From an optimization exercise on the open Yosys and OpenROAD flow, aimed at small area; shortcuts taken in it are not production practice.
Function was checked by simulation only, so behaviour that the tests miss may differ from the original.
Power figures rest on the tool's default switching activity, not on a simulated workload.

<file path="flow/flow/run.sh">
#!/bin/bash
# Standard layout, with a clock tree of fewer, fuller leaf clusters and no
# dummy loads. Each tool's output goes to a log file in this folder.
set -euo pipefail
CTS="-sink_clustering_enable -repair_clock_nets -dont_use_dummy_load -sink_clustering_size 16 -sink_clustering_max_diameter 150 -buf_list sky130_fd_sc_hd__clkbuf_8"
bash standard.sh "CTS_ARGS=$CTS" finish > make_finish.log 2>&1
</file>
<file path="flow/standard.sh">
#!/bin/bash
# synth_recipe.tcl (not shown) runs the flow's synth.tcl, then flattens the netlist and writes it again
# the make line also repeats each setting of config.mk as NAME=value (left out here)
make -C /OpenROAD-flow-scripts/flow DESIGN_CONFIG=/design/flow/config.mk WORK_HOME=/design/flow/orfs CLKGATE_MAP_FILE= SYNTH_SCRIPT=/design/flow/synth_recipe.tcl "${@:-finish}"
</file>
<file path="flow/config.mk">
export PLATFORM = sky130hd
export DESIGN_NAME = correlator_top
export DESIGN_NICKNAME = correlator_top
export VERILOG_FILES = /design/flow/design.v
export SDC_FILE = /design/flow/constraint.sdc
export NUM_CORES = 4
export LEC_CHECK = 0
export CAP_MARGIN = 20
export CORE_MARGIN = 2
export CORE_UTILIZATION = 55
export SLEW_MARGIN = 20
</file>
<file path="flow/constraint.sdc">
create_clock -name core_clock -period 20.0 [get_ports {clk_in}]
set_input_delay 4.0000 -clock core_clock [delete_from_list [all_inputs] [get_ports {clk_in}]]
set_output_delay 4.0000 -clock core_clock [all_outputs]
set_load 0.01 [all_outputs]
</file>
<file path="flow/design.v">
`timescale 1ns/1ns
module corr_mac
(
  input  logic [17:0] a,
  input  logic [17:0] b,
  input  logic [35:0] acc_in,
  output logic [35:0] sum
);
  logic [18:0] b_ext;
  logic [18:0] pp [9];
  logic [8:0]  ng;
  always_comb begin
    b_ext = {b, 1'b0};
    for (int i = 0; i < 9; i++) begin
      logic q0, q1, q2, one, two;
      q0    = b_ext[2*i];
      q1    = b_ext[2*i+1];
      q2    = b_ext[2*i+2];
      ng[i] = q2 & ~(q1 & q0);
      one   = q1 ^ q0;
      two   = (q2 & ~q1 & ~q0) | (~q2 & q1 & q0);
      for (int j = 0; j < 19; j++) begin
        pp[i][j] = ((one & ((j < 18) ? a[j] : a[17])) | (two & ((j > 0) ? a[j-1] : 1'b0))) ^ ng[i];
      end
    end
  end
  logic [411:0] w;
  assign w[0] = acc_in[14] ^ pp[0][14];
  assign w[1] = acc_in[14] & pp[0][14];
  assign w[2] = acc_in[15] ^ pp[0][15];
  assign w[3] = acc_in[15] & pp[0][15];
  assign w[4] = acc_in[16] ^ pp[0][16] ^ pp[1][14];
  assign w[5] = (acc_in[16] & pp[0][16]) | (acc_in[16] & pp[1][14]) | (pp[0][16] & pp[1][14]);
  assign w[6] = pp[2][12] ^ pp[3][10];
  assign w[7] = pp[2][12] & pp[3][10];
  assign w[8] = acc_in[17] ^ pp[0][17] ^ pp[1][15];
  assign w[9] = (acc_in[17] & pp[0][17]) | (acc_in[17] & pp[1][15]) | (pp[0][17] & pp[1][15]);
  assign w[10] = pp[2][13] ^ pp[3][11];
  assign w[11] = pp[2][13] & pp[3][11];
  assign w[12] = acc_in[18] ^ ~pp[0][18] ^ pp[1][16];
  assign w[13] = (acc_in[18] & ~pp[0][18]) | (acc_in[18] & pp[1][16]) | (~pp[0][18] & pp[1][16]);
  assign w[14] = pp[2][14] ^ pp[3][12];
  assign w[15] = pp[2][14] & pp[3][12];
  assign w[16] = acc_in[19] ^ pp[1][17] ^ pp[2][15];
  assign w[17] = (acc_in[19] & pp[1][17]) | (acc_in[19] & pp[2][15]) | (pp[1][17] & pp[2][15]);
  assign w[18] = acc_in[20] ^ ~pp[1][18];
  assign w[19] = acc_in[20] & ~pp[1][18];
  assign w[20] = acc_in[8] ^ pp[0][8];
  assign w[21] = acc_in[8] & pp[0][8];
  assign w[22] = acc_in[9] ^ pp[0][9];
  assign w[23] = acc_in[9] & pp[0][9];
  assign w[24] = acc_in[10] ^ pp[0][10] ^ pp[1][8];
  assign w[25] = (acc_in[10] & pp[0][10]) | (acc_in[10] & pp[1][8]) | (pp[0][10] & pp[1][8]);
  assign w[26] = pp[2][6] ^ pp[3][4];
  assign w[27] = pp[2][6] & pp[3][4];
  assign w[28] = acc_in[11] ^ pp[0][11] ^ pp[1][9];
  assign w[29] = (acc_in[11] & pp[0][11]) | (acc_in[11] & pp[1][9]) | (pp[0][11] & pp[1][9]);
  assign w[30] = pp[2][7] ^ pp[3][5];
  assign w[31] = pp[2][7] & pp[3][5];
  assign w[32] = acc_in[12] ^ pp[0][12] ^ pp[1][10];
  assign w[33] = (acc_in[12] & pp[0][12]) | (acc_in[12] & pp[1][10]) | (pp[0][12] & pp[1][10]);
  assign w[34] = pp[2][8] ^ pp[3][6] ^ pp[4][4];
  assign w[35] = (pp[2][8] & pp[3][6]) | (pp[2][8] & pp[4][4]) | (pp[3][6] & pp[4][4]);
  assign w[36] = pp[5][2] ^ pp[6][0];
  assign w[37] = pp[5][2] & pp[6][0];
  assign w[38] = acc_in[13] ^ pp[0][13] ^ pp[1][11];
  assign w[39] = (acc_in[13] & pp[0][13]) | (acc_in[13] & pp[1][11]) | (pp[0][13] & pp[1][11]);
  assign w[40] = pp[2][9] ^ pp[3][7] ^ pp[4][5];
  assign w[41] = (pp[2][9] & pp[3][7]) | (pp[2][9] & pp[4][5]) | (pp[3][7] & pp[4][5]);
  assign w[42] = pp[5][3] ^ pp[6][1];
  assign w[43] = pp[5][3] & pp[6][1];
  assign w[44] = w[0] ^ pp[1][12] ^ pp[2][10];
  assign w[45] = (w[0] & pp[1][12]) | (w[0] & pp[2][10]) | (pp[1][12] & pp[2][10]);
  assign w[46] = pp[3][8] ^ pp[4][6] ^ pp[5][4];
  assign w[47] = (pp[3][8] & pp[4][6]) | (pp[3][8] & pp[5][4]) | (pp[4][6] & pp[5][4]);
  assign w[48] = pp[6][2] ^ pp[7][0] ^ ng[7];
  assign w[49] = (pp[6][2] & pp[7][0]) | (pp[6][2] & ng[7]) | (pp[7][0] & ng[7]);
  assign w[50] = w[1] ^ w[2] ^ pp[1][13];
  assign w[51] = (w[1] & w[2]) | (w[1] & pp[1][13]) | (w[2] & pp[1][13]);
  assign w[52] = pp[2][11] ^ pp[3][9] ^ pp[4][7];
  assign w[53] = (pp[2][11] & pp[3][9]) | (pp[2][11] & pp[4][7]) | (pp[3][9] & pp[4][7]);
  assign w[54] = pp[5][5] ^ pp[6][3] ^ pp[7][1];
  assign w[55] = (pp[5][5] & pp[6][3]) | (pp[5][5] & pp[7][1]) | (pp[6][3] & pp[7][1]);
  assign w[56] = w[3] ^ w[4] ^ w[6];
  assign w[57] = (w[3] & w[4]) | (w[3] & w[6]) | (w[4] & w[6]);
  assign w[58] = pp[4][8] ^ pp[5][6] ^ pp[6][4];
  assign w[59] = (pp[4][8] & pp[5][6]) | (pp[4][8] & pp[6][4]) | (pp[5][6] & pp[6][4]);
  assign w[60] = pp[7][2] ^ pp[8][0] ^ ng[8];
  assign w[61] = (pp[7][2] & pp[8][0]) | (pp[7][2] & ng[8]) | (pp[8][0] & ng[8]);
  assign w[62] = w[5] ^ w[7] ^ w[8];
  assign w[63] = (w[5] & w[7]) | (w[5] & w[8]) | (w[7] & w[8]);
  assign w[64] = w[10] ^ pp[4][9] ^ pp[5][7];
  assign w[65] = (w[10] & pp[4][9]) | (w[10] & pp[5][7]) | (pp[4][9] & pp[5][7]);
  assign w[66] = pp[6][5] ^ pp[7][3] ^ pp[8][1];
  assign w[67] = (pp[6][5] & pp[7][3]) | (pp[6][5] & pp[8][1]) | (pp[7][3] & pp[8][1]);
  assign w[68] = w[9] ^ w[11] ^ w[12];
  assign w[69] = (w[9] & w[11]) | (w[9] & w[12]) | (w[11] & w[12]);
  assign w[70] = w[14] ^ pp[4][10] ^ pp[5][8];
  assign w[71] = (w[14] & pp[4][10]) | (w[14] & pp[5][8]) | (pp[4][10] & pp[5][8]);
  assign w[72] = pp[6][6] ^ pp[7][4] ^ pp[8][2];
  assign w[73] = (pp[6][6] & pp[7][4]) | (pp[6][6] & pp[8][2]) | (pp[7][4] & pp[8][2]);
  assign w[74] = w[13] ^ w[15] ^ w[16];
  assign w[75] = (w[13] & w[15]) | (w[13] & w[16]) | (w[15] & w[16]);
  assign w[76] = pp[3][13] ^ pp[4][11] ^ pp[5][9];
  assign w[77] = (pp[3][13] & pp[4][11]) | (pp[3][13] & pp[5][9]) | (pp[4][11] & pp[5][9]);
  assign w[78] = pp[6][7] ^ pp[7][5] ^ pp[8][3];
  assign w[79] = (pp[6][7] & pp[7][5]) | (pp[6][7] & pp[8][3]) | (pp[7][5] & pp[8][3]);
  assign w[80] = w[17] ^ w[18] ^ pp[2][16];
  assign w[81] = (w[17] & w[18]) | (w[17] & pp[2][16]) | (w[18] & pp[2][16]);
  assign w[82] = pp[3][14] ^ pp[4][12] ^ pp[5][10];
  assign w[83] = (pp[3][14] & pp[4][12]) | (pp[3][14] & pp[5][10]) | (pp[4][12] & pp[5][10]);
  assign w[84] = pp[6][8] ^ pp[7][6] ^ pp[8][4];
  assign w[85] = (pp[6][8] & pp[7][6]) | (pp[6][8] & pp[8][4]) | (pp[7][6] & pp[8][4]);
  assign w[86] = w[19] ^ acc_in[21] ^ pp[2][17];
  assign w[87] = (w[19] & acc_in[21]) | (w[19] & pp[2][17]) | (acc_in[21] & pp[2][17]);
  assign w[88] = pp[3][15] ^ pp[4][13] ^ pp[5][11];
  assign w[89] = (pp[3][15] & pp[4][13]) | (pp[3][15] & pp[5][11]) | (pp[4][13] & pp[5][11]);
  assign w[90] = pp[6][9] ^ pp[7][7] ^ pp[8][5];
  assign w[91] = (pp[6][9] & pp[7][7]) | (pp[6][9] & pp[8][5]) | (pp[7][7] & pp[8][5]);
  assign w[92] = acc_in[22] ^ ~pp[2][18] ^ pp[3][16];
  assign w[93] = (acc_in[22] & ~pp[2][18]) | (acc_in[22] & pp[3][16]) | (~pp[2][18] & pp[3][16]);
  assign w[94] = pp[4][14] ^ pp[5][12] ^ pp[6][10];
  assign w[95] = (pp[4][14] & pp[5][12]) | (pp[4][14] & pp[6][10]) | (pp[5][12] & pp[6][10]);
  assign w[96] = pp[7][8] ^ pp[8][6];
  assign w[97] = pp[7][8] & pp[8][6];
  assign w[98] = acc_in[23] ^ pp[3][17] ^ pp[4][15];
  assign w[99] = (acc_in[23] & pp[3][17]) | (acc_in[23] & pp[4][15]) | (pp[3][17] & pp[4][15]);
  assign w[100] = pp[5][13] ^ pp[6][11] ^ pp[7][9];
  assign w[101] = (pp[5][13] & pp[6][11]) | (pp[5][13] & pp[7][9]) | (pp[6][11] & pp[7][9]);
  assign w[102] = acc_in[24] ^ ~pp[3][18] ^ pp[4][16];
  assign w[103] = (acc_in[24] & ~pp[3][18]) | (acc_in[24] & pp[4][16]) | (~pp[3][18] & pp[4][16]);
  assign w[104] = pp[5][14] ^ pp[6][12];
  assign w[105] = pp[5][14] & pp[6][12];
  assign w[106] = acc_in[25] ^ pp[4][17] ^ pp[5][15];
  assign w[107] = (acc_in[25] & pp[4][17]) | (acc_in[25] & pp[5][15]) | (pp[4][17] & pp[5][15]);
  assign w[108] = acc_in[26] ^ ~pp[4][18];
  assign w[109] = acc_in[26] & ~pp[4][18];
  assign w[110] = acc_in[4] ^ pp[0][4];
  assign w[111] = acc_in[4] & pp[0][4];
  assign w[112] = acc_in[5] ^ pp[0][5];
  assign w[113] = acc_in[5] & pp[0][5];
  assign w[114] = acc_in[6] ^ pp[0][6] ^ pp[1][4];
  assign w[115] = (acc_in[6] & pp[0][6]) | (acc_in[6] & pp[1][4]) | (pp[0][6] & pp[1][4]);
  assign w[116] = pp[2][2] ^ pp[3][0];
  assign w[117] = pp[2][2] & pp[3][0];
  assign w[118] = acc_in[7] ^ pp[0][7] ^ pp[1][5];
  assign w[119] = (acc_in[7] & pp[0][7]) | (acc_in[7] & pp[1][5]) | (pp[0][7] & pp[1][5]);
  assign w[120] = pp[2][3] ^ pp[3][1];
  assign w[121] = pp[2][3] & pp[3][1];
  assign w[122] = w[20] ^ pp[1][6] ^ pp[2][4];
  assign w[123] = (w[20] & pp[1][6]) | (w[20] & pp[2][4]) | (pp[1][6] & pp[2][4]);
  assign w[124] = pp[3][2] ^ pp[4][0] ^ ng[4];
  assign w[125] = (pp[3][2] & pp[4][0]) | (pp[3][2] & ng[4]) | (pp[4][0] & ng[4]);
  assign w[126] = w[21] ^ w[22] ^ pp[1][7];
  assign w[127] = (w[21] & w[22]) | (w[21] & pp[1][7]) | (w[22] & pp[1][7]);
  assign w[128] = pp[2][5] ^ pp[3][3] ^ pp[4][1];
  assign w[129] = (pp[2][5] & pp[3][3]) | (pp[2][5] & pp[4][1]) | (pp[3][3] & pp[4][1]);
  assign w[130] = w[23] ^ w[24] ^ w[26];
  assign w[131] = (w[23] & w[24]) | (w[23] & w[26]) | (w[24] & w[26]);
  assign w[132] = pp[4][2] ^ pp[5][0] ^ ng[5];
  assign w[133] = (pp[4][2] & pp[5][0]) | (pp[4][2] & ng[5]) | (pp[5][0] & ng[5]);
  assign w[134] = w[25] ^ w[27] ^ w[28];
  assign w[135] = (w[25] & w[27]) | (w[25] & w[28]) | (w[27] & w[28]);
  assign w[136] = w[30] ^ pp[4][3] ^ pp[5][1];
  assign w[137] = (w[30] & pp[4][3]) | (w[30] & pp[5][1]) | (pp[4][3] & pp[5][1]);
  assign w[138] = w[29] ^ w[31] ^ w[32];
  assign w[139] = (w[29] & w[31]) | (w[29] & w[32]) | (w[31] & w[32]);
  assign w[140] = w[34] ^ w[36] ^ ng[6];
  assign w[141] = (w[34] & w[36]) | (w[34] & ng[6]) | (w[36] & ng[6]);
  assign w[142] = w[33] ^ w[35] ^ w[37];
  assign w[143] = (w[33] & w[35]) | (w[33] & w[37]) | (w[35] & w[37]);
  assign w[144] = w[38] ^ w[40] ^ w[42];
  assign w[145] = (w[38] & w[40]) | (w[38] & w[42]) | (w[40] & w[42]);
  assign w[146] = w[39] ^ w[41] ^ w[43];
  assign w[147] = (w[39] & w[41]) | (w[39] & w[43]) | (w[41] & w[43]);
  assign w[148] = w[44] ^ w[46] ^ w[48];
  assign w[149] = (w[44] & w[46]) | (w[44] & w[48]) | (w[46] & w[48]);
  assign w[150] = w[45] ^ w[47] ^ w[49];
  assign w[151] = (w[45] & w[47]) | (w[45] & w[49]) | (w[47] & w[49]);
  assign w[152] = w[50] ^ w[52] ^ w[54];
  assign w[153] = (w[50] & w[52]) | (w[50] & w[54]) | (w[52] & w[54]);
  assign w[154] = w[51] ^ w[53] ^ w[55];
  assign w[155] = (w[51] & w[53]) | (w[51] & w[55]) | (w[53] & w[55]);
  assign w[156] = w[56] ^ w[58] ^ w[60];
  assign w[157] = (w[56] & w[58]) | (w[56] & w[60]) | (w[58] & w[60]);
  assign w[158] = w[57] ^ w[59] ^ w[61];
  assign w[159] = (w[57] & w[59]) | (w[57] & w[61]) | (w[59] & w[61]);
  assign w[160] = w[62] ^ w[64] ^ w[66];
  assign w[161] = (w[62] & w[64]) | (w[62] & w[66]) | (w[64] & w[66]);
  assign w[162] = w[63] ^ w[65] ^ w[67];
  assign w[163] = (w[63] & w[65]) | (w[63] & w[67]) | (w[65] & w[67]);
  assign w[164] = w[68] ^ w[70] ^ w[72];
  assign w[165] = (w[68] & w[70]) | (w[68] & w[72]) | (w[70] & w[72]);
  assign w[166] = w[69] ^ w[71] ^ w[73];
  assign w[167] = (w[69] & w[71]) | (w[69] & w[73]) | (w[71] & w[73]);
  assign w[168] = w[74] ^ w[76] ^ w[78];
  assign w[169] = (w[74] & w[76]) | (w[74] & w[78]) | (w[76] & w[78]);
  assign w[170] = w[75] ^ w[77] ^ w[79];
  assign w[171] = (w[75] & w[77]) | (w[75] & w[79]) | (w[77] & w[79]);
  assign w[172] = w[80] ^ w[82] ^ w[84];
  assign w[173] = (w[80] & w[82]) | (w[80] & w[84]) | (w[82] & w[84]);
  assign w[174] = w[81] ^ w[83] ^ w[85];
  assign w[175] = (w[81] & w[83]) | (w[81] & w[85]) | (w[83] & w[85]);
  assign w[176] = w[86] ^ w[88] ^ w[90];
  assign w[177] = (w[86] & w[88]) | (w[86] & w[90]) | (w[88] & w[90]);
  assign w[178] = w[87] ^ w[89] ^ w[91];
  assign w[179] = (w[87] & w[89]) | (w[87] & w[91]) | (w[89] & w[91]);
  assign w[180] = w[92] ^ w[94] ^ w[96];
  assign w[181] = (w[92] & w[94]) | (w[92] & w[96]) | (w[94] & w[96]);
  assign w[182] = w[93] ^ w[95] ^ w[97];
  assign w[183] = (w[93] & w[95]) | (w[93] & w[97]) | (w[95] & w[97]);
  assign w[184] = w[98] ^ w[100] ^ pp[8][7];
  assign w[185] = (w[98] & w[100]) | (w[98] & pp[8][7]) | (w[100] & pp[8][7]);
  assign w[186] = w[99] ^ w[101] ^ w[102];
  assign w[187] = (w[99] & w[101]) | (w[99] & w[102]) | (w[101] & w[102]);
  assign w[188] = w[104] ^ pp[7][10] ^ pp[8][8];
  assign w[189] = (w[104] & pp[7][10]) | (w[104] & pp[8][8]) | (pp[7][10] & pp[8][8]);
  assign w[190] = w[103] ^ w[105] ^ w[106];
  assign w[191] = (w[103] & w[105]) | (w[103] & w[106]) | (w[105] & w[106]);
  assign w[192] = pp[6][13] ^ pp[7][11] ^ pp[8][9];
  assign w[193] = (pp[6][13] & pp[7][11]) | (pp[6][13] & pp[8][9]) | (pp[7][11] & pp[8][9]);
  assign w[194] = w[107] ^ w[108] ^ pp[5][16];
  assign w[195] = (w[107] & w[108]) | (w[107] & pp[5][16]) | (w[108] & pp[5][16]);
  assign w[196] = pp[6][14] ^ pp[7][12] ^ pp[8][10];
  assign w[197] = (pp[6][14] & pp[7][12]) | (pp[6][14] & pp[8][10]) | (pp[7][12] & pp[8][10]);
  assign w[198] = w[109] ^ acc_in[27] ^ pp[5][17];
  assign w[199] = (w[109] & acc_in[27]) | (w[109] & pp[5][17]) | (acc_in[27] & pp[5][17]);
  assign w[200] = pp[6][15] ^ pp[7][13] ^ pp[8][11];
  assign w[201] = (pp[6][15] & pp[7][13]) | (pp[6][15] & pp[8][11]) | (pp[7][13] & pp[8][11]);
  assign w[202] = acc_in[28] ^ ~pp[5][18] ^ pp[6][16];
  assign w[203] = (acc_in[28] & ~pp[5][18]) | (acc_in[28] & pp[6][16]) | (~pp[5][18] & pp[6][16]);
  assign w[204] = pp[7][14] ^ pp[8][12];
  assign w[205] = pp[7][14] & pp[8][12];
  assign w[206] = acc_in[29] ^ pp[6][17] ^ pp[7][15];
  assign w[207] = (acc_in[29] & pp[6][17]) | (acc_in[29] & pp[7][15]) | (pp[6][17] & pp[7][15]);
  assign w[208] = acc_in[30] ^ ~pp[6][18];
  assign w[209] = acc_in[30] & ~pp[6][18];
  assign w[210] = acc_in[2] ^ pp[0][2];
  assign w[211] = acc_in[2] & pp[0][2];
  assign w[212] = acc_in[3] ^ pp[0][3];
  assign w[213] = acc_in[3] & pp[0][3];
  assign w[214] = w[110] ^ pp[1][2] ^ pp[2][0];
  assign w[215] = (w[110] & pp[1][2]) | (w[110] & pp[2][0]) | (pp[1][2] & pp[2][0]);
  assign w[216] = w[111] ^ w[112] ^ pp[1][3];
  assign w[217] = (w[111] & w[112]) | (w[111] & pp[1][3]) | (w[112] & pp[1][3]);
  assign w[218] = w[113] ^ w[114] ^ w[116];
  assign w[219] = (w[113] & w[114]) | (w[113] & w[116]) | (w[114] & w[116]);
  assign w[220] = w[115] ^ w[117] ^ w[118];
  assign w[221] = (w[115] & w[117]) | (w[115] & w[118]) | (w[117] & w[118]);
  assign w[222] = w[119] ^ w[121] ^ w[122];
  assign w[223] = (w[119] & w[121]) | (w[119] & w[122]) | (w[121] & w[122]);
  assign w[224] = w[123] ^ w[125] ^ w[126];
  assign w[225] = (w[123] & w[125]) | (w[123] & w[126]) | (w[125] & w[126]);
  assign w[226] = w[127] ^ w[129] ^ w[130];
  assign w[227] = (w[127] & w[129]) | (w[127] & w[130]) | (w[129] & w[130]);
  assign w[228] = w[131] ^ w[133] ^ w[134];
  assign w[229] = (w[131] & w[133]) | (w[131] & w[134]) | (w[133] & w[134]);
  assign w[230] = w[135] ^ w[137] ^ w[138];
  assign w[231] = (w[135] & w[137]) | (w[135] & w[138]) | (w[137] & w[138]);
  assign w[232] = w[139] ^ w[141] ^ w[142];
  assign w[233] = (w[139] & w[141]) | (w[139] & w[142]) | (w[141] & w[142]);
  assign w[234] = w[143] ^ w[145] ^ w[146];
  assign w[235] = (w[143] & w[145]) | (w[143] & w[146]) | (w[145] & w[146]);
  assign w[236] = w[147] ^ w[149] ^ w[150];
  assign w[237] = (w[147] & w[149]) | (w[147] & w[150]) | (w[149] & w[150]);
  assign w[238] = w[151] ^ w[153] ^ w[154];
  assign w[239] = (w[151] & w[153]) | (w[151] & w[154]) | (w[153] & w[154]);
  assign w[240] = w[155] ^ w[157] ^ w[158];
  assign w[241] = (w[155] & w[157]) | (w[155] & w[158]) | (w[157] & w[158]);
  assign w[242] = w[159] ^ w[161] ^ w[162];
  assign w[243] = (w[159] & w[161]) | (w[159] & w[162]) | (w[161] & w[162]);
  assign w[244] = w[163] ^ w[165] ^ w[166];
  assign w[245] = (w[163] & w[165]) | (w[163] & w[166]) | (w[165] & w[166]);
  assign w[246] = w[167] ^ w[169] ^ w[170];
  assign w[247] = (w[167] & w[169]) | (w[167] & w[170]) | (w[169] & w[170]);
  assign w[248] = w[171] ^ w[173] ^ w[174];
  assign w[249] = (w[171] & w[173]) | (w[171] & w[174]) | (w[173] & w[174]);
  assign w[250] = w[175] ^ w[177] ^ w[178];
  assign w[251] = (w[175] & w[177]) | (w[175] & w[178]) | (w[177] & w[178]);
  assign w[252] = w[179] ^ w[181] ^ w[182];
  assign w[253] = (w[179] & w[181]) | (w[179] & w[182]) | (w[181] & w[182]);
  assign w[254] = w[183] ^ w[185] ^ w[186];
  assign w[255] = (w[183] & w[185]) | (w[183] & w[186]) | (w[185] & w[186]);
  assign w[256] = w[187] ^ w[189] ^ w[190];
  assign w[257] = (w[187] & w[189]) | (w[187] & w[190]) | (w[189] & w[190]);
  assign w[258] = w[191] ^ w[193] ^ w[194];
  assign w[259] = (w[191] & w[193]) | (w[191] & w[194]) | (w[193] & w[194]);
  assign w[260] = w[195] ^ w[197] ^ w[198];
  assign w[261] = (w[195] & w[197]) | (w[195] & w[198]) | (w[197] & w[198]);
  assign w[262] = w[199] ^ w[201] ^ w[202];
  assign w[263] = (w[199] & w[201]) | (w[199] & w[202]) | (w[201] & w[202]);
  assign w[264] = w[203] ^ w[205] ^ w[206];
  assign w[265] = (w[203] & w[205]) | (w[203] & w[206]) | (w[205] & w[206]);
  assign w[266] = w[207] ^ w[208] ^ pp[7][16];
  assign w[267] = (w[207] & w[208]) | (w[207] & pp[7][16]) | (w[208] & pp[7][16]);
  assign w[268] = w[209] ^ acc_in[31] ^ pp[7][17];
  assign w[269] = (w[209] & acc_in[31]) | (w[209] & pp[7][17]) | (acc_in[31] & pp[7][17]);
  assign w[270] = acc_in[32] ^ ~pp[7][18];
  assign w[271] = acc_in[32] & ~pp[7][18];
  assign w[272] = acc_in[0] ^ pp[0][0];
  assign w[273] = acc_in[0] & pp[0][0];
  assign w[274] = acc_in[1] ^ pp[0][1];
  assign w[275] = acc_in[1] & pp[0][1];
  assign w[276] = w[210] ^ pp[1][0] ^ ng[1];
  assign w[277] = (w[210] & pp[1][0]) | (w[210] & ng[1]) | (pp[1][0] & ng[1]);
  assign w[278] = w[211] ^ w[212] ^ pp[1][1];
  assign w[279] = (w[211] & w[212]) | (w[211] & pp[1][1]) | (w[212] & pp[1][1]);
  assign w[280] = w[213] ^ w[214] ^ ng[2];
  assign w[281] = (w[213] & w[214]) | (w[213] & ng[2]) | (w[214] & ng[2]);
  assign w[282] = w[215] ^ w[216] ^ pp[2][1];
  assign w[283] = (w[215] & w[216]) | (w[215] & pp[2][1]) | (w[216] & pp[2][1]);
  assign w[284] = w[217] ^ w[218] ^ ng[3];
  assign w[285] = (w[217] & w[218]) | (w[217] & ng[3]) | (w[218] & ng[3]);
  assign w[286] = w[219] ^ w[220] ^ w[120];
  assign w[287] = (w[219] & w[220]) | (w[219] & w[120]) | (w[220] & w[120]);
  assign w[288] = w[221] ^ w[222] ^ w[124];
  assign w[289] = (w[221] & w[222]) | (w[221] & w[124]) | (w[222] & w[124]);
  assign w[290] = w[223] ^ w[224] ^ w[128];
  assign w[291] = (w[223] & w[224]) | (w[223] & w[128]) | (w[224] & w[128]);
  assign w[292] = w[225] ^ w[226] ^ w[132];
  assign w[293] = (w[225] & w[226]) | (w[225] & w[132]) | (w[226] & w[132]);
  assign w[294] = w[227] ^ w[228] ^ w[136];
  assign w[295] = (w[227] & w[228]) | (w[227] & w[136]) | (w[228] & w[136]);
  assign w[296] = w[229] ^ w[230] ^ w[140];
  assign w[297] = (w[229] & w[230]) | (w[229] & w[140]) | (w[230] & w[140]);
  assign w[298] = w[231] ^ w[232] ^ w[144];
  assign w[299] = (w[231] & w[232]) | (w[231] & w[144]) | (w[232] & w[144]);
  assign w[300] = w[233] ^ w[234] ^ w[148];
  assign w[301] = (w[233] & w[234]) | (w[233] & w[148]) | (w[234] & w[148]);
  assign w[302] = w[235] ^ w[236] ^ w[152];
  assign w[303] = (w[235] & w[236]) | (w[235] & w[152]) | (w[236] & w[152]);
  assign w[304] = w[237] ^ w[238] ^ w[156];
  assign w[305] = (w[237] & w[238]) | (w[237] & w[156]) | (w[238] & w[156]);
  assign w[306] = w[239] ^ w[240] ^ w[160];
  assign w[307] = (w[239] & w[240]) | (w[239] & w[160]) | (w[240] & w[160]);
  assign w[308] = w[241] ^ w[242] ^ w[164];
  assign w[309] = (w[241] & w[242]) | (w[241] & w[164]) | (w[242] & w[164]);
  assign w[310] = w[243] ^ w[244] ^ w[168];
  assign w[311] = (w[243] & w[244]) | (w[243] & w[168]) | (w[244] & w[168]);
  assign w[312] = w[245] ^ w[246] ^ w[172];
  assign w[313] = (w[245] & w[246]) | (w[245] & w[172]) | (w[246] & w[172]);
  assign w[314] = w[247] ^ w[248] ^ w[176];
  assign w[315] = (w[247] & w[248]) | (w[247] & w[176]) | (w[248] & w[176]);
  assign w[316] = w[249] ^ w[250] ^ w[180];
  assign w[317] = (w[249] & w[250]) | (w[249] & w[180]) | (w[250] & w[180]);
  assign w[318] = w[251] ^ w[252] ^ w[184];
  assign w[319] = (w[251] & w[252]) | (w[251] & w[184]) | (w[252] & w[184]);
  assign w[320] = w[253] ^ w[254] ^ w[188];
  assign w[321] = (w[253] & w[254]) | (w[253] & w[188]) | (w[254] & w[188]);
  assign w[322] = w[255] ^ w[256] ^ w[192];
  assign w[323] = (w[255] & w[256]) | (w[255] & w[192]) | (w[256] & w[192]);
  assign w[324] = w[257] ^ w[258] ^ w[196];
  assign w[325] = (w[257] & w[258]) | (w[257] & w[196]) | (w[258] & w[196]);
  assign w[326] = w[259] ^ w[260] ^ w[200];
  assign w[327] = (w[259] & w[260]) | (w[259] & w[200]) | (w[260] & w[200]);
  assign w[328] = w[261] ^ w[262] ^ w[204];
  assign w[329] = (w[261] & w[262]) | (w[261] & w[204]) | (w[262] & w[204]);
  assign w[330] = w[263] ^ w[264] ^ pp[8][13];
  assign w[331] = (w[263] & w[264]) | (w[263] & pp[8][13]) | (w[264] & pp[8][13]);
  assign w[332] = w[265] ^ w[266] ^ pp[8][14];
  assign w[333] = (w[265] & w[266]) | (w[265] & pp[8][14]) | (w[266] & pp[8][14]);
  assign w[334] = w[267] ^ w[268] ^ pp[8][15];
  assign w[335] = (w[267] & w[268]) | (w[267] & pp[8][15]) | (w[268] & pp[8][15]);
  assign w[336] = w[269] ^ w[270] ^ pp[8][16];
  assign w[337] = (w[269] & w[270]) | (w[269] & pp[8][16]) | (w[270] & pp[8][16]);
  assign w[338] = w[271] ^ acc_in[33] ^ pp[8][17];
  assign w[339] = (w[271] & acc_in[33]) | (w[271] & pp[8][17]) | (acc_in[33] & pp[8][17]);
  assign w[340] = acc_in[34] ^ ~pp[8][18];
  assign w[341] = acc_in[34] & ~pp[8][18];
  assign w[342] = w[272] ^ ng[0];
  assign w[343] = w[272] & ng[0];
  assign w[344] = w[273] ^ w[274] ^ w[343];
  assign w[345] = (w[273] & w[274]) | (w[273] & w[343]) | (w[274] & w[343]);
  assign w[346] = w[275] ^ w[276] ^ w[345];
  assign w[347] = (w[275] & w[276]) | (w[275] & w[345]) | (w[276] & w[345]);
  assign w[348] = w[277] ^ w[278] ^ w[347];
  assign w[349] = (w[277] & w[278]) | (w[277] & w[347]) | (w[278] & w[347]);
  assign w[350] = w[279] ^ w[280] ^ w[349];
  assign w[351] = (w[279] & w[280]) | (w[279] & w[349]) | (w[280] & w[349]);
  assign w[352] = w[281] ^ w[282] ^ w[351];
  assign w[353] = (w[281] & w[282]) | (w[281] & w[351]) | (w[282] & w[351]);
  assign w[354] = w[283] ^ w[284] ^ w[353];
  assign w[355] = (w[283] & w[284]) | (w[283] & w[353]) | (w[284] & w[353]);
  assign w[356] = w[285] ^ w[286] ^ w[355];
  assign w[357] = (w[285] & w[286]) | (w[285] & w[355]) | (w[286] & w[355]);
  assign w[358] = w[287] ^ w[288] ^ w[357];
  assign w[359] = (w[287] & w[288]) | (w[287] & w[357]) | (w[288] & w[357]);
  assign w[360] = w[289] ^ w[290] ^ w[359];
  assign w[361] = (w[289] & w[290]) | (w[289] & w[359]) | (w[290] & w[359]);
  assign w[362] = w[291] ^ w[292] ^ w[361];
  assign w[363] = (w[291] & w[292]) | (w[291] & w[361]) | (w[292] & w[361]);
  assign w[364] = w[293] ^ w[294] ^ w[363];
  assign w[365] = (w[293] & w[294]) | (w[293] & w[363]) | (w[294] & w[363]);
  assign w[366] = w[295] ^ w[296] ^ w[365];
  assign w[367] = (w[295] & w[296]) | (w[295] & w[365]) | (w[296] & w[365]);
  assign w[368] = w[297] ^ w[298] ^ w[367];
  assign w[369] = (w[297] & w[298]) | (w[297] & w[367]) | (w[298] & w[367]);
  assign w[370] = w[299] ^ w[300] ^ w[369];
  assign w[371] = (w[299] & w[300]) | (w[299] & w[369]) | (w[300] & w[369]);
  assign w[372] = w[301] ^ w[302] ^ w[371];
  assign w[373] = (w[301] & w[302]) | (w[301] & w[371]) | (w[302] & w[371]);
  assign w[374] = w[303] ^ w[304] ^ w[373];
  assign w[375] = (w[303] & w[304]) | (w[303] & w[373]) | (w[304] & w[373]);
  assign w[376] = w[305] ^ w[306] ^ w[375];
  assign w[377] = (w[305] & w[306]) | (w[305] & w[375]) | (w[306] & w[375]);
  assign w[378] = w[307] ^ w[308] ^ w[377];
  assign w[379] = (w[307] & w[308]) | (w[307] & w[377]) | (w[308] & w[377]);
  assign w[380] = w[309] ^ w[310] ^ w[379];
  assign w[381] = (w[309] & w[310]) | (w[309] & w[379]) | (w[310] & w[379]);
  assign w[382] = w[311] ^ w[312] ^ w[381];
  assign w[383] = (w[311] & w[312]) | (w[311] & w[381]) | (w[312] & w[381]);
  assign w[384] = w[313] ^ w[314] ^ w[383];
  assign w[385] = (w[313] & w[314]) | (w[313] & w[383]) | (w[314] & w[383]);
  assign w[386] = w[315] ^ w[316] ^ w[385];
  assign w[387] = (w[315] & w[316]) | (w[315] & w[385]) | (w[316] & w[385]);
  assign w[388] = w[317] ^ w[318] ^ w[387];
  assign w[389] = (w[317] & w[318]) | (w[317] & w[387]) | (w[318] & w[387]);
  assign w[390] = w[319] ^ w[320] ^ w[389];
  assign w[391] = (w[319] & w[320]) | (w[319] & w[389]) | (w[320] & w[389]);
  assign w[392] = w[321] ^ w[322] ^ w[391];
  assign w[393] = (w[321] & w[322]) | (w[321] & w[391]) | (w[322] & w[391]);
  assign w[394] = w[323] ^ w[324] ^ w[393];
  assign w[395] = (w[323] & w[324]) | (w[323] & w[393]) | (w[324] & w[393]);
  assign w[396] = w[325] ^ w[326] ^ w[395];
  assign w[397] = (w[325] & w[326]) | (w[325] & w[395]) | (w[326] & w[395]);
  assign w[398] = w[327] ^ w[328] ^ w[397];
  assign w[399] = (w[327] & w[328]) | (w[327] & w[397]) | (w[328] & w[397]);
  assign w[400] = w[329] ^ w[330] ^ w[399];
  assign w[401] = (w[329] & w[330]) | (w[329] & w[399]) | (w[330] & w[399]);
  assign w[402] = w[331] ^ w[332] ^ w[401];
  assign w[403] = (w[331] & w[332]) | (w[331] & w[401]) | (w[332] & w[401]);
  assign w[404] = w[333] ^ w[334] ^ w[403];
  assign w[405] = (w[333] & w[334]) | (w[333] & w[403]) | (w[334] & w[403]);
  assign w[406] = w[335] ^ w[336] ^ w[405];
  assign w[407] = (w[335] & w[336]) | (w[335] & w[405]) | (w[336] & w[405]);
  assign w[408] = w[337] ^ w[338] ^ w[407];
  assign w[409] = (w[337] & w[338]) | (w[337] & w[407]) | (w[338] & w[407]);
  assign w[410] = w[339] ^ w[340] ^ w[409];
  assign w[411] = (w[339] & w[340]) | (w[339] & w[409]) | (w[340] & w[409]);
  assign sum = {(w[341] ^ acc_in[35] ^ w[411]), w[410], w[408], w[406], w[404], w[402], w[400], w[398], w[396], w[394], w[392], w[390], w[388], w[386], w[384], w[382], w[380], w[378], w[376], w[374], w[372], w[370], w[368], w[366], w[364], w[362], w[360], w[358], w[356], w[354], w[352], w[350], w[348], w[346], w[344], w[342]};
endmodule
`timescale 1ns/1ns
module correlator_top
(
  input  logic                 clk_in,
  input  logic                 i_rst,
  input  logic                 i_pdm_valid,
  input  logic [3-1:0] i_pdm_bits,
  output logic                 o_acc_valid,
  output logic [(((3 * (3 - 1) / 2) > 1) ? $clog2((3 * (3 - 1) / 2)) : 1)-1:0]              o_acc_bl,
  output logic [((8 > 1) ? $clog2(8) : 1)-1:0]             o_acc_lag,
  output logic signed [48-1:0]                 o_acc_data,
  output logic                 o_acc_last
);
  function automatic logic [19:0] hrom0(input logic [3:0] r);
    case (r)
      4'd0: hrom0 = 20'd3876;
      4'd1: hrom0 = 20'd3060;
      4'd2: hrom0 = 20'd2380;
      4'd3: hrom0 = 20'd1820;
      4'd4: hrom0 = 20'd1365;
      4'd5: hrom0 = 20'd1001;
      4'd6: hrom0 = 20'd715;
      4'd7: hrom0 = 20'd495;
      4'd8: hrom0 = 20'd330;
      4'd9: hrom0 = 20'd210;
      4'd10: hrom0 = 20'd126;
      4'd11: hrom0 = 20'd70;
      4'd12: hrom0 = 20'd35;
      4'd13: hrom0 = 20'd15;
      4'd14: hrom0 = 20'd5;
      4'd15: hrom0 = 20'd4840;
      default: hrom0 = '0;
    endcase
  endfunction
  function automatic logic [19:0] hrom1(input logic [3:0] r);
    case (r)
      4'd0: hrom1 = 20'd32980;
      4'd1: hrom1 = 20'd31076;
      4'd2: hrom1 = 20'd29020;
      4'd3: hrom1 = 20'd26860;
      4'd4: hrom1 = 20'd24640;
      4'd5: hrom1 = 20'd22400;
      4'd6: hrom1 = 20'd20176;
      4'd7: hrom1 = 20'd18000;
      4'd8: hrom1 = 20'd15900;
      4'd9: hrom1 = 20'd13900;
      4'd10: hrom1 = 20'd12020;
      4'd11: hrom1 = 20'd10276;
      4'd12: hrom1 = 20'd8680;
      4'd13: hrom1 = 20'd7240;
      4'd14: hrom1 = 20'd5960;
      4'd15: hrom1 = 20'd34690;
      default: hrom1 = '0;
    endcase
  endfunction
  function automatic logic [19:0] hrom2(input logic [3:0] r);
    case (r)
      4'd0: hrom2 = 20'd26860;
      4'd1: hrom2 = 20'd29020;
      4'd2: hrom2 = 20'd31076;
      4'd3: hrom2 = 20'd32980;
      4'd4: hrom2 = 20'd34690;
      4'd5: hrom2 = 20'd36170;
      4'd6: hrom2 = 20'd37390;
      4'd7: hrom2 = 20'd38326;
      4'd8: hrom2 = 20'd38960;
      4'd9: hrom2 = 20'd39280;
      4'd10: hrom2 = 20'd39280;
      4'd11: hrom2 = 20'd38960;
      4'd12: hrom2 = 20'd38326;
      4'd13: hrom2 = 20'd37390;
      4'd14: hrom2 = 20'd36170;
      4'd15: hrom2 = 20'd24640;
      default: hrom2 = '0;
    endcase
  endfunction
  function automatic logic [17:0] hrom3(input logic [3:0] r);
    case (r)
      4'd0: hrom3 = 18'd1820;
      4'd1: hrom3 = 18'd2380;
      4'd2: hrom3 = 18'd3060;
      4'd3: hrom3 = 18'd3876;
      4'd4: hrom3 = 18'd4840;
      4'd5: hrom3 = 18'd5960;
      4'd6: hrom3 = 18'd7240;
      4'd7: hrom3 = 18'd8680;
      4'd8: hrom3 = 18'd10276;
      4'd9: hrom3 = 18'd12020;
      4'd10: hrom3 = 18'd13900;
      4'd11: hrom3 = 18'd15900;
      4'd12: hrom3 = 18'd18000;
      4'd13: hrom3 = 18'd20176;
      4'd14: hrom3 = 18'd22400;
      4'd15: hrom3 = 18'd1365;
      default: hrom3 = '0;
    endcase
  endfunction
  function automatic logic [11:0] hrom4(input logic [3:0] r);
    case (r)
      4'd0: hrom4 = 12'd0;
      4'd1: hrom4 = 12'd0;
      4'd2: hrom4 = 12'd0;
      4'd3: hrom4 = 12'd0;
      4'd4: hrom4 = 12'd1;
      4'd5: hrom4 = 12'd5;
      4'd6: hrom4 = 12'd15;
      4'd7: hrom4 = 12'd35;
      4'd8: hrom4 = 12'd70;
      4'd9: hrom4 = 12'd126;
      4'd10: hrom4 = 12'd210;
      4'd11: hrom4 = 12'd330;
      4'd12: hrom4 = 12'd495;
      4'd13: hrom4 = 12'd715;
      4'd14: hrom4 = 12'd1001;
      4'd15: hrom4 = 12'd0;
      default: hrom4 = '0;
    endcase
  endfunction
  logic [1:0]  phase;       
  logic [1:0]  pend;        
  logic [2:0]  bits_q;
  logic [3:0]  r_cnt;       
  logic [3:0]  r_proc;      
  logic [1:0]  s_cnt;       
  logic [19:0] a0 [3];
  logic [19:0] a1 [3];
  logic [19:0] a2 [3];
  logic [17:0] a3 [3];
  logic [11:0] a4 [3];
  logic        busy, b, last;
  logic [3:0]  r_sel;
  logic [19:0] n0, n1, n2;
  logic [17:0] n3;
  logic [11:0] n4;
  logic [20:0] y;
  logic [17:0] smp;
  assign busy  = i_pdm_valid || (pend != 2'd0);
  assign b     = i_pdm_valid ? i_pdm_bits[phase] : (busy & bits_q[phase]);
  assign r_sel = i_pdm_valid ? r_cnt : r_proc;
  assign last  = busy && (r_sel == 4'd15);
  function automatic logic [19:0] rca20(input logic [19:0] x, input logic [19:0] z);
    logic c;
    c = 1'b0;
    for (int i = 0; i < 20; i++) begin
      rca20[i] = x[i] ^ z[i] ^ c;
      c = (x[i] & z[i]) | (c & (x[i] ^ z[i]));
    end
  endfunction
  logic [2:0]  fresh;
  logic        fr;
  logic [19:0] s0, s1, s2;
  logic [17:0] s3;
  logic [11:0] s4;
  assign fr = fresh[phase];
  always_comb begin
    s0 = fr ? 20'd516536 : (last ? a1[0] : a0[0]);
    s1 = fr ? 20'd374552 : (last ? a2[0] : a1[0]);
    s2 = fr ? 20'd89768  : (last ? 20'(a3[0]) : a2[0]);
    s3 = fr ? 18'd2184   : (last ? 18'(a4[0]) : a3[0]);
    s4 = (fr || last) ? 12'd0 : a4[0];
    n0 = rca20(s0, b ? hrom0(r_sel) : 20'd0);
    n1 = rca20(s1, b ? hrom1(r_sel) : 20'd0);
    n2 = rca20(s2, b ? hrom2(r_sel) : 20'd0);
    n3 = 18'(rca20(20'(s3), b ? 20'(hrom3(r_sel)) : 20'd0));
    n4 = 12'(rca20(20'(s4), b ? 20'(hrom4(r_sel)) : 20'd0));
    y  = 21'(a0[0]) + 21'(b);
    smp = {y[20:19] - 2'd1, y[18:3]};
  end
  always_ff @(posedge clk_in) begin
    if (i_rst) begin
      phase  <= 2'd0;
      pend   <= 2'd0;
      r_cnt  <= 4'd0;
      s_cnt  <= 2'd0;
      fresh  <= 3'b111;
    end else begin
      phase <= (phase == 2'd2) ? 2'd0 : phase + 2'd1;
      if (busy) fresh[phase] <= 1'b0;
      if (i_pdm_valid) begin
        pend  <= 2'd2;
        r_cnt <= r_cnt + 4'd1;
        if (r_cnt == 4'd15) s_cnt <= s_cnt + 2'd1;
      end else if (pend != 2'd0) begin
        pend <= pend - 2'd1;
      end
    end
  end
  always_ff @(posedge clk_in) begin
    a0[0] <= a0[1]; a0[1] <= a0[2]; a0[2] <= n0;
    a1[0] <= a1[1]; a1[1] <= a1[2]; a1[2] <= n1;
    a2[0] <= a2[1]; a2[1] <= a2[2]; a2[2] <= n2;
    a3[0] <= a3[1]; a3[1] <= a3[2]; a3[2] <= n3;
    a4[0] <= a4[1]; a4[1] <= a4[2]; a4[2] <= n4;
  end
  always_ff @(posedge clk_in) begin
    if (i_pdm_valid) begin
      bits_q <= i_pdm_bits;
      r_proc <= r_cnt;
    end
  end
  logic signed [17:0] h0 [5];
  logic signed [17:0] h1 [11];
  logic signed [17:0] h2 [12];
  logic        push0, push1, push2;
  assign push0 = last && (phase == 2'd0);
  assign push1 = last && (phase == 2'd1);
  assign push2 = last && (phase == 2'd2);
  always_ff @(posedge clk_in) begin
    if (push0) begin
      h0[0] <= smp;
      for (int k = 1; k < 5; k++) h0[k] <= h0[k-1];
    end
    if (push1) begin
      h1[0] <= smp;
      for (int k = 1; k < 11; k++) h1[k] <= h1[k-1];
    end
    if (push2) begin
      h2[0] <= smp;
      for (int k = 1; k < 12; k++) h2[k] <= h2[k-1];
    end
  end
  logic        act, run, vld;
  logic [1:0]  t;
  logic [2:0]  lag;
  logic [1:0]  bl;
  logic [1:0]  pc;           
  logic [1:0]  d0, d1, d2;   
  logic [35:0] acc;
  logic        start;
  assign start = i_pdm_valid && (r_cnt == 4'd15) && (s_cnt == 2'd3);
  assign run   = act || start;
  always_ff @(posedge clk_in) begin
    if (i_rst) begin
      act <= 1'b0;
      vld <= 1'b0;
      t   <= 2'd0;
      lag <= 3'd0;
      bl  <= 2'd0;
      pc  <= 2'd0;
    end else begin
      vld <= run && (t == 2'd3);
      if (start) begin
        act <= 1'b1;
        if (pc != 2'd3) pc <= pc + 2'd1;
      end
      if (run) begin
        t <= t + 2'd1;
        if (t == 2'd3) begin
          lag <= lag + 3'd1;
          if (lag == 3'd7) begin
            if (bl == 2'd2) begin
              bl  <= 2'd0;
              act <= 1'b0;
            end else begin
              bl <= bl + 2'd1;
            end
          end
        end
      end
    end
  end
  always_ff @(posedge clk_in) begin
    if (run) begin
      d0 <= d0 + 2'(push0);
      d1 <= d1 + 2'(push1);
      d2 <= d2 + 2'(push2);
    end else begin
      d0 <= 2'd0;
      d1 <= 2'd0;
      d2 <= 2'd0;
    end
  end
  logic [2:0] pos_a;
  logic [3:0] pos_b;
  logic signed [17:0] op_a, op_b;
  logic       neg;
  always_comb begin
    pos_a = 3'd2 - 3'(t) + ((bl == 2'd2) ? 3'(d1) : 3'(d0));
    pos_b = 4'd2 + 4'(lag) - 4'(t) + ((bl == 2'd0) ? 4'(d1) : 4'(d2));
    op_a  = (bl == 2'd2) ? h1[pos_a] : h0[pos_a];
    op_b  = (bl == 2'd0) ? h1[pos_b] : h2[pos_b];
    neg   = ((pc == 2'd1) && (3'(t) < lag)) || ((pc == 2'd2) && (3'(t) + 3'd4 < lag));
    if (neg) op_b = '0;
  end
  localparam logic [35:0] K4 = 36'd45813334016;
  logic [35:0] sum;
  corr_mac mac_i (
    .a      (op_a),
    .b      (op_b),
    .acc_in ((t == 2'd0) ? K4 : acc),
    .sum    (sum)
  );
  always_ff @(posedge clk_in) begin
    acc <= sum;
  end
  assign o_acc_valid = vld;
  assign o_acc_lag   = lag - 3'd1;
  assign o_acc_bl    = (lag != 3'd0) ? bl : ((bl == 2'd0) ? 2'd2 : bl - 2'd1);
  assign o_acc_last  = (lag == 3'd0) && (bl == 2'd0);
  assign o_acc_data  = {{(48-36){acc[35]}}, acc};
endmodule
</file>
==> results of run 1 <==
## final cells by class
type,count,area (µm²),share of cell area [%]
tap,1050,1310,2.84
multi-input combinational,2333,19200,41.6
antenna,2,5.00,0.0108
clock buffer,58,798,1.73
sequential,847,22000,47.6
inverter,298,1120,2.42
timing repair buffer,201,1740,3.77
## kinds of logic (layout without fill, tap and decap cells)
kind of cell | after synthesis | count (layout) | share of synthesized area (%)
AND/OR/NAND/NOR | 926 | 926 | 10.1
buffers and inverters | 566 | 557 | 5.80
other | 0 | 2 | 0
adder cells (fa/ha/maj) | 332 | 332 | 13.6
XOR/XNOR | 161 | 161 | 3.28
AO/OA/AOI/OAI | 783 | 783 | 12.9
flip-flops | 847 | 847 | 50.7
multiplexers | 131 | 131 | 3.60
## per-layer routing
metal,global-route usage [%],wire length (µm)
met1,44.9,53600
met2,50.3,59800
met3,5.66,11400
met4,9.29,4230
met5,0,0
## repair_timing
action | CTS | global route
setup endpoints to repair | 0 | 1
buffers inserted | 0 | 1
resized for setup | 0 | 1
## report_power, final
| group | leakage, µW | switching, µW | total [µW] | internal, µW |
|---|---|---|---|---|
| clock | 0.000417 | 537 | 796 | 259 |
| sequential | 0.00736 | 54.4 | 2030 | 1980 |
| combinational | 0.00977 | 164 | 248 | 84.7 |
## registers in the layout, indices dropped and copies added (netlist names), 3 cells and up
signal,count
a0,60
lag,3
h2,216
h1,198
acc,36
a3,54
a1,60
a4,36
fresh,3
r_proc,4
a2,60
bits_q,3
r_cnt,4
h0,90
## critical path: cells and delay by family (launching register included)
kind	cells	cell delay, ns
muxes	2	0.54
buffers and inverters	8	0.90
AOI/OAI and AO/OA	3	0.47
xor gates and xnor gates	2	0.28
and+or+nand+nor	5	1.40
DFF	1	0.39
adders and majority gates	38	15.19
## final timing paths
| kind | from | to | slack [ns] | cells past startpoint |
|---|---|---|---|---|
| setup reg to reg | bl[0]$_SDFFE_PP0P_ | acc[35]$_DFF_P_ | 0.75 | 58 |
| setup / recovery | bl[0]$_SDFFE_PP0P_ | acc[35]$_DFF_P_ | 0.75 | 58 |
| hold reg to reg | a0[1][1]$_DFF_P_ | a0[0][1]$_DFF_P_ | 0.32 | 0 |
| hold / removal | a0[1][1]$_DFF_P_ | a0[0][1]$_DFF_P_ | 0.32 | 0 |
## metrics by stage
stage	setup slack (ns)	total power (µW)	hold slack (ns)	area, µm²
floorplan	1.52	2220	0.310	43500
global placement	0.777	2310	0.310	45400
detailed placement	0.447	2330	0.312	45400
CTS	0.522	3100	0.312	46200
global route	0.0865	3210	0.317	46200
finish	0.753	3080	0.317	46200
## layout by cell type (no fill, tap or decap), drive strengths merged, types with 95 or more instances in the layout
master    n
a21oi   133
ha       95
dfxtp   340
nor2    139
nand3   104
buf     141
xnor2   104
o21ai   161
fa      237
nand2   409
a22oi   151
edfxtp  507
inv     296
==> notes.md, run 1 <==
LEAKAGE roughly 0.018 µW; post-route insts no fill between 4,000 and 5,000; setup repair after global routing missed its margin false; Critical Path Slowest Stage Cell sky130_fd_sc_hd__fa_4; vias in the first global route 29,800; Ys Warns 11; count leader, synth sky130_fd_sc_hd__edfxtp_1; actual slew at the worst max-slew pin between 1 and 1.5 ns; max-cap violation count 0; final net count ~4,100; estimated wirelength of the detail-placed design a little over 90 mm; Slew Limit Headroom about a quarter; cts bufs inserted 58; Power Dens Cells between 60 and 70 nW/µm²; number of buffer cells added on primary ports 60; leftover overflow at the end of global routing 0; combined area of all synthesized cells 43,500 µm²; number of flip-flops and latches in the synthesized netlist approximately 850; RePlAce Congestion ~0.92; post-synthesis cell type count 110; floorplan die height 285 µm; Crit path required time around 21 ns; post-synthesis cell count about 3,700; WL/cell about 27 µm; largest net degree at the start of global routing 90; ys flop type sky130_fd_sc_hd__edfxtp_1; top cells by area in the synthesized netlist sky130_fd_sc_hd__edfxtp_1 35%, sky130_fd_sc_hd__dfxtp_1 16%, sky130_fd_sc_hd__fa_1 11%, sky130_fd_sc_hd__nand2_1 3.5%, sky130_fd_sc_hd__ha_1 2.7%; final-report setup violation count 0; H-Tree Level Count 2; Fmax a little over 0.05 GHz; top cells by count, synth 507 x sky130_fd_sc_hd__edfxtp_1, 408 x sky130_fd_sc_hd__nand2_1, 340 x sky130_fd_sc_hd__dfxtp_1; DRT Pass-1 Iters 8; sink count of the clock tree 847; full die area around 80,000 µm²; effective utilization at floorplan 55.3%; Data arrival, critical path 19.88 ns; Post-CTS Hold Buffers 0; Max Transition Viols Final 0; filler cell count in the final layout approximately 6,600; TritonCTS clock tree done; post-layout util 58.8%; final-report hold violation count 0; skew final roughly 0.11 ns; area added between synthesis and finish 6.31%; sort of element at the end of the critical path register; CTS root buf sky130_fd_sc_hd__clkbuf_8; final wirelength 129 mm; class of the worst hold path register to register; share of synthesized area occupied by flip-flops and latches about half; final cycle utilization of the critical path a little over nine tenths; startpoint class of the critical path register; number of enable flip-flop cells after synthesis roughly 510; buffer levels on the longest clock path 3; Mean Syn Cell Area roughly 12 µm²; cell with the most instances on the worst path sky130_fd_sc_hd__fa_1; total number of vias 30,000; final antenna-violating net count 0; clock transition at the register clock pins on the worst setup and hold paths after CTS 0.10 ns; Std-Cell Rows roughly 100; Yosys top cell by area sky130_fd_sc_hd__edfxtp_1; DP Cell Count approximately 4,700; # IOs a little over 60; Total Routing Usage GR 31.7%; Placeable Area about 79,000 µm²; Max FO, Critical Path 32; first-iteration detailed-routing DRC count roughly 3,300; ys async rst share 0%; status timing/DRC/antenna clean; routed via count divided by cell count between 6 and 7; maximum vdd ir drop a little over 0.08 mV; Fin Setup TNS 0 ns; top-area cell type share of the netlist area between 30% and 40%; post-layout minimum cycle time about 19 ns; antenna violations before repair 5; global-route wire length before repair between 150 and 200 mm; Skew-Pair Late Insertion Delay around 0.75 ns; net count after synthesis slightly above 4,000; proportion of layout cells with a drive suffix above 1 under 10%; die boundary width between 200 and 300 µm; Setup Crit Path Kind register to register; final routed DRC violation total 0; Max stage delay on crit path between 1 and 1.5 ns
==> run 2: changes to the inputs <==
==> flow/flow/run.sh (replaced) <==
#!/bin/bash
# Standard layout with two changes to how it is made:
#  - synthesis maps logic with an area-oriented ABC script (flow/abc_area.script,
#    used through ABC_AREA=1) from a copy of the ORFS scripts folder;
#  - the clock tree uses fuller leaf clusters of clkbuf_8 and no dummy loads.
# Each tool's output goes to a log file in this folder.
set -euo pipefail
HERE=$(pwd)
rm -rf "$HERE/scripts_mod"
cp -r "$FLOW_HOME/scripts" "$HERE/scripts_mod"
cp "$HERE/flow/abc_area.script" "$HERE/scripts_mod/abc_area.script"
CTS="-sink_clustering_enable -repair_clock_nets -dont_use_dummy_load -sink_clustering_size 14 -sink_clustering_max_diameter 120 -buf_list sky130_fd_sc_hd__clkbuf_8"
bash standard.sh "SCRIPTS_DIR=$HERE/scripts_mod" "CTS_ARGS=$CTS" finish > make_finish.log 2>&1
==> flow/flow/abc_area.script (new file) <==
strash
dch
map -a
strash
dch
map -a
topo
--- a/flow/config.mk
+++ b/flow/config.mk
@@ -5,6 +5,7 @@
 export SDC_FILE = /design/flow/constraint.sdc
 export NUM_CORES = 4
 export LEC_CHECK = 0
+export ABC_AREA = 1
 export CAP_MARGIN = 20
 export CORE_MARGIN = 2
 export CORE_UTILIZATION = 55
==> notes.md, run 2 <==
top cells by area in the synthesized netlist sky130_fd_sc_hd__edfxtp_1 39%, sky130_fd_sc_hd__dfxtp_1 18%, sky130_fd_sc_hd__fa_1 12%, sky130_fd_sc_hd__clkinv_1 4.4%, sky130_fd_sc_hd__a22oi_1 3.4%; CTS root buf sky130_fd_sc_hd__clkbuf_8; clock transition at the register clock pins on the worst setup and hold paths after CTS 0.10 ns (about the same); cells on worst reg2reg path 62 (+6.9%); TritonCTS clock tree done; Setup Crit Path Kind register to register; cts bufs inserted 70 (+21%); worst hold-check slack 0.296 ns (-0.0212 ns); Slew Limit Headroom 19.8% (-6.1 points); class of the worst hold path register to register; Max stage delay on crit path 0.55 ns (-0.47 ns); total number of vias 26,200 (-13%); WHS Path Cells 0 (unchanged); r2r setup slk 0.92 ns (+0.16 ns); ys flop type sky130_fd_sc_hd__edfxtp_1; filler cell count in the final layout 5,617 (-15%); number of enable flip-flop cells after synthesis 507 (unchanged); sink count of the clock tree 847 (unchanged); largest net degree at the start of global routing 199 (+120%); Std-Cell Rows 97 (-5.8%); Power Dens Cells 76.6 nW/µm² (+15%); commonest cells after routing, fill and taps aside 507 x sky130_fd_sc_hd__edfxtp_1, 445 x sky130_fd_sc_hd__clkinv_1, 340 x sky130_fd_sc_hd__dfxtp_1; effective utilization at floorplan 55.4% (+0.094 points); final cycle utilization of the critical path 95.4% (-0.82 points); estimated wirelength of the detail-placed design 75.4 mm (-17%); skew final 0.105 ns (-0.00588 ns); # IOs 61 (unchanged); post-layout util 60.8% (+2.0 points); Ys Warns 11 (unchanged); final routed DRC violation total 0 (unchanged); Max FO, Critical Path 17 (-47%); proportion of layout cells with a drive suffix above 1 7.01% (-2.9 points); final wirelength 107 mm (-17%); Max Transition Viols Final 0 (unchanged); Yosys top cell by area sky130_fd_sc_hd__edfxtp_1; number of buffer cells added on primary ports 60 (unchanged); sort of element at the end of the critical path register; most frequent standard cell in the layout excluding fill and tap cells sky130_fd_sc_hd__edfxtp_1; critical hold path startpoint a1[2][1]$_DFF_P_; Data arrival, critical path 19.66 ns (-0.22 ns); startpoint class of the critical path register; final-report hold violation count 0 (unchanged); final antenna-violating net count 0 (unchanged); post-layout minimum cycle time 19.08 ns (-0.165 ns); final-report setup violation count 0 (unchanged); routed via count divided by cell count 6.03 (-3.6%); floorplan die height 269 µm (-5.6%); buffer levels on the longest clock path 3 (unchanged); antenna violations before repair 1 (-4); Skew-Pair Late Insertion Delay 0.70 ns (-0.05 ns); hold-critical path endpoint a1[1][1]$_DFF_P_; DP Cell Count 4,257 (-9.9%); area added between synthesis and finish 9.65%; number of flip-flops and latches in the synthesized netlist 847 (unchanged); post-synthesis cell type count 41 (-63%); setup repair after global routing missed its margin false; count leader, synth sky130_fd_sc_hd__edfxtp_1; post-route insts no fill 4,338 (-9.4%); cell with the most instances on the worst path sky130_fd_sc_hd__fa_1; final net count 3,736 (-8.4%); leftover overflow at the end of global routing 0 (unchanged); top cells by count, synth 507 x sky130_fd_sc_hd__edfxtp_1, 450 x sky130_fd_sc_hd__clkinv_1, 340 x sky130_fd_sc_hd__dfxtp_1; Mean Syn Cell Area 12.2 µm² (+5.4%); status timing/DRC/antenna clean; DRT Pass-1 Iters 6 (-2); Post-CTS Hold Buffers 0 (unchanged); endpoint of the lowest-slack register-to-register path acc[35]$_DFF_P_; startpoint of the worst-slack reg-to-reg timing path bl[0]$_SDFFE_PP0P_; Fin Setup TNS 0 ns (unchanged); RePlAce Congestion 0.939 (+2.0%); post-synthesis cell count 3,160 (-16%); combined area of all synthesized cells 38,700 µm² (-11%); Biggest register h2; Total Routing Usage GR 29.8% (-1.9 points); actual slew at the worst max-slew pin 1.20 ns (+0.0871 ns); Critical Path Slowest Stage Cell sky130_fd_sc_hd__fa_1; global-route wire length before repair 164 mm (-15%); share of synthesized area occupied by flip-flops and latches 57.0% (+6.3 points); die boundary width 269 µm (-5.6%); full die area 72,500 µm² (-11%); top-area cell type share of the netlist area 39.4% (+4.4 points); ys async rst share 0% (unchanged); H-Tree Level Count 3 (+1); net count after synthesis 3,498 (-14%); Placeable Area 69,800 µm² (-11%); first-iteration detailed-routing DRC count 2,581 (-22%); LEAKAGE 0.0148 µW (-16%); vias in the first global route 26,800 (-10%); largest registers h2 (216), h1 (198), h0 (90); maximum vdd ir drop 0.0999 mV (+22%); Crit path required time 20.58 ns (-0.05 ns); max FFs per register 216 (unchanged); Fmax 0.0524 GHz (+0.86%); WL/cell 24.6 µm (-8.9%); max-cap violation count 0 (unchanged)
[run 2: cell types whose count changed in the layout (fill, tap and decap cells not counted), moves of 46 or more]
cell,before,now
sky130_fd_sc_hd__clkinv_1,2,445
sky130_fd_sc_hd__inv_1,287,0
sky130_fd_sc_hd__nand2_1,408,219
sky130_fd_sc_hd__o22ai_1,47,163
sky130_fd_sc_hd__nor2_1,134,216
sky130_fd_sc_hd__mux2i_1,80,0
sky130_fd_sc_hd__xor2_1,55,129
sky130_fd_sc_hd__nand3_1,103,48
sky130_fd_sc_hd__a22oi_1,123,175
sky130_fd_sc_hd__nor2b_1,46,0
[run 2: final cells by class]
| class | instances | area, µm² | area share, % |
|---|---|---|---|
| inverters | 450 | 1690 | 3.99 |
| clock buffers | 70 | 963 | 2.27 |
| repair buffers | 178 | 1550 | 3.66 |
| diodes | 2 | 5.00 | 0.0118 |
| well taps | 940 | 1180 | 2.77 |
| multi-input cells | 1851 | 15000 | 35.3 |
| flip-flops and latches | 847 | 22000 | 51.9 |
[run 2: cells by family (layout without fill, tap and decap cells)]
family                   count (synthesis)  after routing  synth area share (%)
adder cells (fa/ha/maj)                332            332                  15.3
buffers and inverters                  462            698                  4.60
XOR/XNOR                               186            186                  4.21
other                                    0              2                     0
flip-flops                             847            847                  57.0
AO/OA/AOI/OAI                          763            763                  12.8
AND/OR/NAND/NOR                        570            570                  6.10
[run 2: what timing repair did]
action | 4_1_cts | 5_1_grt
endpoints found under the setup margin | 0 | 2
gates resized for setup | 0 | 14
setup buffers | 0 | 8
[run 2: power by group]
part | total (µW) | internal [µW] | switching, µW
Sequential | 2080 | 2010 | 60.8
Clock | 845 | 314 | 531
Combinational | 329 | 114 | 215
Total | 3250 | 2440 | 806
[run 2: metal layers]
| metal | vias to the layer above | GRT usage (%) | wire [µm] |
|---|---|---|---|
| met5 | - | 0 | 0 |
| li1 | 11600 | - | - |
| met2 | 1193 | 48.5 | 50700 |
| met1 | 13100 | 40.6 | 42900 |
| met3 | 230 | 4.62 | 8350 |
| met4 | 0 | 11.3 | 4550 |
[run 2: worst max-delay path, delay by kind of cell (launching register included)]
kind	cells	cell delay, ns
buffers and inverters	7	0.86
and+or+nand+nor	8	1.06
DFF	1	0.39
xor gates and xnor gates	3	0.54
AOI/OAI and AO/OA	5	1.12
adders and majority gates	39	15.09
[run 2: worst max-delay path by stage]
stage,start,slack (ns),cells past startpoint,end
after floorplan,bl[0]$_SDFFE_PP0P_,-0.19,64,acc[35]$_DFF_P_
after global placement,bl[0]$_SDFFE_PP0P_,0.58,61,acc[35]$_DFF_P_
after detailed placement,bl[0]$_SDFFE_PP0P_,0.31,61,acc[35]$_DFF_P_
after CTS,bl[0]$_SDFFE_PP0P_,0.36,61,acc[35]$_DFF_P_
after global routing,bl[0]$_SDFFE_PP0P_,0.04,62,acc[35]$_DFF_P_
final,bl[0]$_SDFFE_PP0P_,0.92,62,acc[35]$_DFF_P_
[run 2: metrics by stage]
step	cell area (µm²)	total power, µW	setup slack (ns)
global placement	41300	2430	0.581
detailed placement	41300	2450	0.305
finish	42400	3250	0.918
CTS	42300	3280	0.358
floorplan	38700	2310	-0.192
global route	42400	3400	0.0384

what the ideal ports hide:
The results above use ideal ports. As a check the final layouts listed here were re-extracted and re-timed, cells and wires unchanged.
Step 1: set_driving_cell puts a clkbuf_16 on clk_in and a buf_2 on each other input, an assumption about the parent block.
Step 2, shift: input delay + t, output delay - t, t = (earliest + latest rising clock arrival at the registers) / 2. This alone moves slack from input paths to output paths.
Slacks: no drivers / after step 1 / after step 2; pairs: no drivers / after step 1.
run	t, ns	slack for setup (ns)	worst hold slack (ns)	latest minus earliest clock arrival (ns)	slew at the worst register clock pin (ns)
run 1	0.754	0.753 / 0.753 / 0.753	0.317 / 0.317 / 0.317	0.111 / 0.111	0.12 / 0.12
run 2	0.719	0.918 / 0.918 / 0.918	0.296 / 0.296 / 0.296	0.111 / 0.110	0.11 / 0.11
After both steps setup and hold are still met in every run listed.
